From an optimization exercise on the open Yosys and OpenROAD flow, aimed at small area, a short achievable clock period and few clock cycles; shortcuts taken in it are not production practice. Only simulation tests tie the RTL to the original design; equivalence was not proved. Power figures rest on the tool's default switching activity, not on a simulated workload.

==> design/flow/design.v <==
`default_nettype none
package dsb_pkg;
  localparam int unsigned MaxTasksDefault = 64;
  localparam int unsigned KeyWidth        = 32;
  localparam logic CmdAdd    = 1'b0;
  localparam logic CmdSubmit = 1'b1;
  typedef struct packed {
    logic        cmd;
    logic [15:0] material_id;
    logic [15:0] resource_id;
    logic [31:0] depth_key;
    logic        flush;
  } in_item_t;
  typedef struct packed {
    logic [15:0] batch_material;
    logic [15:0] batch_resource;
    logic [5:0]  first_index;
    logic [6:0]  task_count;
    logic        last_batch;
    logic        dropped_any;
  } out_item_t;
  typedef enum logic [2:0] {
    StIdle,
    StInsRead,
    StInsCmp,
    StScanRead,
    StScanCmp,
    StEmit
  } state_e;
endpackage
`default_nettype wire
`default_nettype none
module draw_sort_and_batch #(
  parameter int unsigned MAX_TASKS = dsb_pkg::MaxTasksDefault
) (
  input  wire logic              clk_i,
  input  wire logic              rst_ni,
  input  wire logic              in_valid_i,
  output logic                   in_stall_o,
  input  wire logic [65:0]       in_data_i,
  output logic                   out_valid_o,
  input  wire logic              out_stall_i,
  output logic [46:0]            out_data_o
);
  dsb_pkg::in_item_t in_item;
  assign in_item = in_data_i;
  localparam int unsigned AW = (MAX_TASKS > 1) ? $clog2(MAX_TASKS) : 1;
  localparam int unsigned CW = $clog2(MAX_TASKS + 1);
  logic [dsb_pkg::KeyWidth-1:0] mem_q [MAX_TASKS];
  logic [dsb_pkg::KeyWidth-1:0] rd_q;
  logic [AW-1:0]                rd_addr;
  logic                         rd_en;
  logic [AW-1:0]                wr_addr;
  logic [dsb_pkg::KeyWidth-1:0] wr_data;
  logic                         wr_en;
  dsb_pkg::state_e state_q, state_d;
  logic [CW-1:0] total_q, total_d;
  logic          ovf_q, ovf_d;
  logic [CW-1:0] pos_q, pos_d;      
  logic [CW-1:0] start_q, start_d;
  logic [dsb_pkg::KeyWidth-1:0] key_q, key_d;   
  logic          flush_q, flush_d;
  dsb_pkg::out_item_t obuf_q, obuf_d;
  logic          ovalid_q, ovalid_d;
  logic          last_q, last_d;
  always_ff @(posedge clk_i) begin
    if (wr_en) begin
      mem_q[wr_addr] <= wr_data;
    end
    if (rd_en) begin
      rd_q <= mem_q[rd_addr];
    end
  end
  logic key_gt;
  logic run_ne;
  assign key_gt = rd_q > key_q;
  assign run_ne = rd_q != key_q;
  always_ff @(posedge clk_i or negedge rst_ni) begin
    if (!rst_ni) begin
      state_q  <= dsb_pkg::StIdle;
      total_q  <= '0;
      ovf_q    <= 1'b0;
      ovalid_q <= 1'b0;
    end else begin
      state_q  <= state_d;
      total_q  <= total_d;
      ovf_q    <= ovf_d;
      ovalid_q <= ovalid_d;
    end
  end
  always_ff @(posedge clk_i) begin
    pos_q   <= pos_d;
    start_q <= start_d;
    key_q   <= key_d;
    flush_q <= flush_d;
    obuf_q  <= obuf_d;
    last_q  <= last_d;
  end
  always_comb begin
    state_d  = state_q;
    total_d  = total_q;
    ovf_d    = ovf_q;
    pos_d    = pos_q;
    start_d  = start_q;
    key_d    = key_q;
    flush_d  = flush_q;
    obuf_d   = obuf_q;
    ovalid_d = ovalid_q;
    last_d   = last_q;
    rd_en    = 1'b0;
    rd_addr  = '0;
    wr_en    = 1'b0;
    wr_addr  = '0;
    wr_data  = key_q;
    in_stall_o = 1'b1;
    if (ovalid_q && !out_stall_i) begin
      ovalid_d = 1'b0;
    end
    unique case (state_q)
      dsb_pkg::StIdle: begin
        in_stall_o = 1'b0;
        if (in_valid_i) begin
          if (in_item.cmd == dsb_pkg::CmdAdd) begin
            key_d = {in_item.material_id, in_item.resource_id};
            pos_d = total_q;
            if (total_q == CW'(MAX_TASKS)) begin
              ovf_d = 1'b1;
            end else begin
              state_d = dsb_pkg::StInsRead;
            end
          end else begin
            flush_d = in_item.flush;
            start_d = '0;
            pos_d   = '0;
            if (total_q == '0) begin
              if (in_item.flush) begin
                ovf_d = 1'b0;
              end
            end else begin
              state_d = dsb_pkg::StScanRead;
            end
          end
        end
      end
      dsb_pkg::StInsRead: begin
        if (pos_q == '0) begin
          wr_en   = 1'b1;
          wr_addr = AW'(pos_q);
          total_d = total_q + CW'(1);
          state_d = dsb_pkg::StIdle;
        end else begin
          rd_en   = 1'b1;
          rd_addr = AW'(pos_q - CW'(1));
          state_d = dsb_pkg::StInsCmp;
        end
      end
      dsb_pkg::StInsCmp: begin
        wr_en   = 1'b1;
        wr_addr = AW'(pos_q);
        if (key_gt) begin
          wr_data = rd_q;
          pos_d   = pos_q - CW'(1);
          state_d = dsb_pkg::StInsRead;
        end else begin
          total_d = total_q + CW'(1);
          state_d = dsb_pkg::StIdle;
        end
      end
      dsb_pkg::StScanRead: begin
        if (pos_q == total_q) begin
          state_d = dsb_pkg::StEmit;
          last_d  = 1'b1;
        end else begin
          rd_en   = 1'b1;
          rd_addr = AW'(pos_q);
          state_d = dsb_pkg::StScanCmp;
        end
      end
      dsb_pkg::StScanCmp: begin
        if (pos_q == '0) begin
          key_d   = rd_q;
          pos_d   = CW'(1);
          state_d = dsb_pkg::StScanRead;
        end else if (run_ne) begin
          last_d  = 1'b0;
          state_d = dsb_pkg::StEmit;
        end else begin
          pos_d   = pos_q + CW'(1);
          state_d = dsb_pkg::StScanRead;
        end
      end
      dsb_pkg::StEmit: begin
        if (!ovalid_q || !out_stall_i) begin
          ovalid_d = 1'b1;
          obuf_d.batch_material = key_q[31:16];
          obuf_d.batch_resource = key_q[15:0];
          obuf_d.first_index    = 6'(start_q);
          obuf_d.task_count     = 7'(pos_q - start_q);
          obuf_d.last_batch     = last_q;
          obuf_d.dropped_any    = ovf_q;
          if (last_q) begin
            state_d = dsb_pkg::StIdle;
            if (flush_q) begin
              total_d = '0;
              ovf_d   = 1'b0;
            end
          end else begin
            key_d   = rd_q;
            start_d = pos_q;
            pos_d   = pos_q + CW'(1);
            state_d = dsb_pkg::StScanRead;
          end
        end
      end
      default: state_d = dsb_pkg::StIdle;
    endcase
  end
  assign out_valid_o = ovalid_q;
  assign out_data_o  = obuf_q;
endmodule
`default_nettype wire
==> design/flow/run.sh <==
#!/bin/bash
# synth_recipe.tcl (not shown) runs the flow's synth.tcl, then flattens the netlist and writes it again
# the make line also repeats each setting of config.mk as NAME=value (left out here)
make -C /OpenROAD-flow-scripts/flow DESIGN_CONFIG=/design/flow/config.mk WORK_HOME=/design/flow/orfs CLKGATE_MAP_FILE= SYNTH_SCRIPT=/design/flow/synth_recipe.tcl finish
==> design/flow/config.mk <==
export PLATFORM = sky130hd
export DESIGN_NAME = draw_sort_and_batch
export DESIGN_NICKNAME = draw_sort_and_batch
export VERILOG_FILES = /design/flow/design.v
export SDC_FILE = /design/flow/constraint.sdc
export NUM_CORES = 4
export LEC_CHECK = 0
export CAP_MARGIN = 20
export CORE_MARGIN = 2
export CORE_UTILIZATION = 35
export SLEW_MARGIN = 20
export SYNTH_MEMORY_MAX_BITS = 8192
==> design/flow/constraint.sdc <==
create_clock -name core_clock -period 8.0 [get_ports {clk_i}]
set_input_delay 1.6000 -clock core_clock [delete_from_list [all_inputs] [get_ports {clk_i}]]
set_output_delay 1.6000 -clock core_clock [all_outputs]
set_load 0.01 [all_outputs]
==> run notes <==
pre-CTS setup slack=around 2.2 ns; reg2reg start=pos_q[1]; crit end category=register; I/O Pins=119; Initial Utilization=0.352; TritonCTS Buffers=between 200 and 250; Hold Path Class=register to register; gr ovfl total=0; clk sink count=about 2.2k; Most used DFF post-synth=edfxtp_1; IO Port Bufs=between 80 and 90; cell taking the most area after synthesis=edfxtp_1; Clk pin slew, worst setup/hold paths=roughly 0.06 ns; Synth area leaders=edfxtp_1 75%, a21oi_1 4.5%, nand2_1 3.0%, mux2i_1 2.8%, a221oi_1 2.5%; PnR worst setup slack=between 1.5 and 2 ns; postcts setup bufs=0; CP Class=register to register; Fill cells=roughly 22k; Final Max Tran Viols=0; detailed-route via count=approximately 53k; Setup Skew=0.0531 ns; worst reg2reg path depth=9; hold depth=0; Pwr per Cell Area=between 400 and 500 mW/mm2; Yosys reg bits=approximately 2.2k; RSZ-0062 raised after global routing=no; largest net degree at the start of global routing=130; initial antenna violation count=14; drt total wl=~240 mm; H-tree Lvls=4; Post-Synthesis Cell Area=0.0867 mm2; DRC=0; Yosys top cell area share=0.753; Setup crit start kind=register; final period utilization=0.757; layout cells sized above 1=0.103; CTS tree=yes; relative slew slack=0.154; latest clock arrival within the worst-skew pair=a little under 0.9 ns; final core occ=0.405; die width=between 500 and 600 um; core area=roughly 0.25 mm2; status=complete, no violations; Synth async-reset ratio=0.00549; sequential share of the synthesized area=0.757; # rows=182; WL/cell=26.2 um; Cell variety after synth=72; Finished Layout Cells=about 9.3k; first-pass GRT wire length=~350 mm; Layout area overhead=15.1%; clk buf depth=3; Hold EP=obuf_q[22]; nets@finish=approximately 5.9k; # hold bufs at CTS=0; Root Driver=clkbuf_16; Max-Cap Viols=0; DR pass1 iterations=6; post-CTS sizing=0; average cell area after synthesis=15.2 um2; crit-path max FO=20; DP HPWL=approximately 130 mm; Synthesized Nets=about 6k; via count of the first global-routing pass=50.6k; setup TNS=0 ns; Post-Synthesis Cells=around 5.7k; Final GP Congestion=0.831; FF-to-FF End=mem_q[18][6]; number of hold violations in the final report=0; maximum clock rate=around 0.17 GHz; Yosys warnings=1; die footprint=roughly 0.25 mm2; via-per-instance ratio=~5.7; Reg2Reg Setup Slack=~1.9 ns; EDFF count, synth=about 2.2k; DR iter-0 viols=about 6.4k; GRT Util Overall=0.190; worst hold path startpoint=key_q[7]; Leak=~32 nW; Critical Path AT=6.53 ns; CP required=8.47 ns; Slew @ Worst Pin=between 1 and 1.5 ns; # setup viols final=0; minimum clock period=6.05 ns; Routed Antenna Nets=0; VDD IR max=~300 uV; Die H=between 500 and 600 um; placed instance count=roughly 8.9k
## final cells by class
cell class | instances | area, um2 | share of cell area
Sequential cell | 2187 | 65600 | 0.658
Multi-Input combinational cell | 3062 | 20200 | 0.202
Clock buffer | 279 | 5670 | 0.0569
Tap cell | 3312 | 4140 | 0.0415
Timing Repair Buffer | 288 | 2800 | 0.0281
Clock inverter | 124 | 1120 | 0.0113
Inverter | 53 | 199 | 0.00199
Antenna cell | 6 | 15.0 | 0.000150
## cell families (layout without fill, tap and decap cells)
group                    after synthesis  in the layout  share of synthesized area
AO/OA/AOI/OAI                       1836           1836                      0.141
XOR/XNOR                              21             21                    0.00212
buffers and inverters                475            744                     0.0229
flip-flops                          2187           2187                      0.757
adder cells (fa/ha/maj)               43             43                    0.00629
AND/OR/NAND/NOR                      915            915                     0.0430
other                                  0              6                          0
multiplexers                         247            247                     0.0285
## critical path, stage by stage, from the launching register on
cell and delay (ns):
edfxtp_1 0.63, inv_1 0.44, ha_1 0.46, nor3b_4 0.42, nand2_1 0.26, or3_1 0.39, a21oi_2 0.53, nand3_1 0.97
nor2_4 0.93, buf_4 0.59
## metal layers
layer	vias up	wire, um	share of wire	global-route usage
met5	-	11	0.000045	0
met4	2	5310	0.022	0.0471
met3	366	24100	0.099	0.0358
met2	2582	111000	0.45	0.293
met1	27100	104000	0.43	0.275
li1	22700	-	-	-
## cell usage in the layout, fill, tap and decap left out, types with 51 or more instances in the layout
master	Yosys	routed
clkbuf_16	0	217
buf_4	12	168
inv_1	52	51
a211oi_1	258	258
mux2i_1	246	246
clkbuf_1	221	61
clkdlybuf4s50_1	0	86
nand2_1	698	695
edfxtp_1	2175	2175
a21oi_1	786	785
a21boi_0	94	94
a221oi_1	246	246
a21o_1	143	142
o41ai_1	123	106
nor2_4	0	63
clkinv_1	1	68
## where the power goes
| group | switching, W | total (W) | internal [W] |
|---|---|---|---|
| sequential | 0.000564 | 0.0159 | 0.0153 |
| combinational | 0.0106 | 0.0148 | 0.00414 |
| clock | 0.00435 | 0.00973 | 0.00538 |
| total | 0.0155 | 0.0404 | 0.0248 |
## through the flow
step	instance area, um2	hold WS (ns)	power, W
floorplan	86700	0.425	0.0250
global placement	92900	0.436	0.0303
detailed placement	92900	0.433	0.0306
CTS	99700	0.447	0.0403
global route	99800	0.461	0.0421
finish	99800	0.446	0.0404
## registers in the layout (all words and copies together) (netlist names)
| signal | cells |
|---|---|
| rd_q | 32 |
| mem_q | 2048 |
| ovalid_q | 1 |
| total_q | 7 |
| ovf_q | 1 |
| state_q | 3 |
| pos_q | 7 |
| flush_q | 1 |
| key_q | 32 |
| start_q | 7 |
| last_q | 1 |
| obuf_q | 47 |
## cells in the mapped netlist, drive strengths merged (7+ instances only)
master / count
buf: 201
a221oi: 246
nand3: 20
and3: 10
a21o: 143
xnor2: 15
ha: 42
dfrtp: 12
nor3: 8
a31oi: 7
a211oi: 260
a21boi: 132
edfxtp: 2175
o41ai: 123
nor2: 102
nand4: 41
a32o: 11
o22ai: 9
nand2b: 7
clkbuf: 221
nand2: 698
mux2i: 246
a21oi: 790
o21ai: 70
inv: 52
o31ai: 8
## worst max path at each step
stage | end | depth (start not counted) | slack (ns) | startpoint
after floorplan | mem_q[0][31] | 11 | 2.52 | rd_q[1]
after global placement | rd_q[11] | 10 | 2.28 | pos_q[0]
after detailed placement | mem_q[18][31] | 9 | 2.20 | pos_q[1]
after CTS | mem_q[18][0] | 9 | 2.16 | pos_q[1]
after global routing | mem_q[18][0] | 9 | 1.89 | pos_q[1]
final | mem_q[18][6] | 9 | 1.95 | pos_q[1]
Testbench counts, summed over its fixed seeds: cycles 84,521.

[re-timing with driven ports]
No port has a modelled driver above. Below, the same layout with a new extraction and two added sets of constraints.
Step 1: set_driving_cell puts a clkbuf_16 on clk_i and a buf_2 on each other input, an assumption about the parent block.
Step 2 also shifts input and output timing later by t, the mid clock arrival at the registers, as if the neighbouring blocks saw the same clock.
a / b / c = ideal / step 1 / step 2; a / b = the first two.
shift t [ns]: 0.932
setup WS [ns]: 1.945 / 1.945 / 1.945
worst setup path after step 2: register to register
latest minus earliest clock arrival (ns): 0.054 / 0.054
worst slew at a driven data input, ns: 0.06
After both steps setup and hold are still met in this run. The setup slack of this run moves by 0.000 ns with the drivers and by 0.000 ns with both steps.
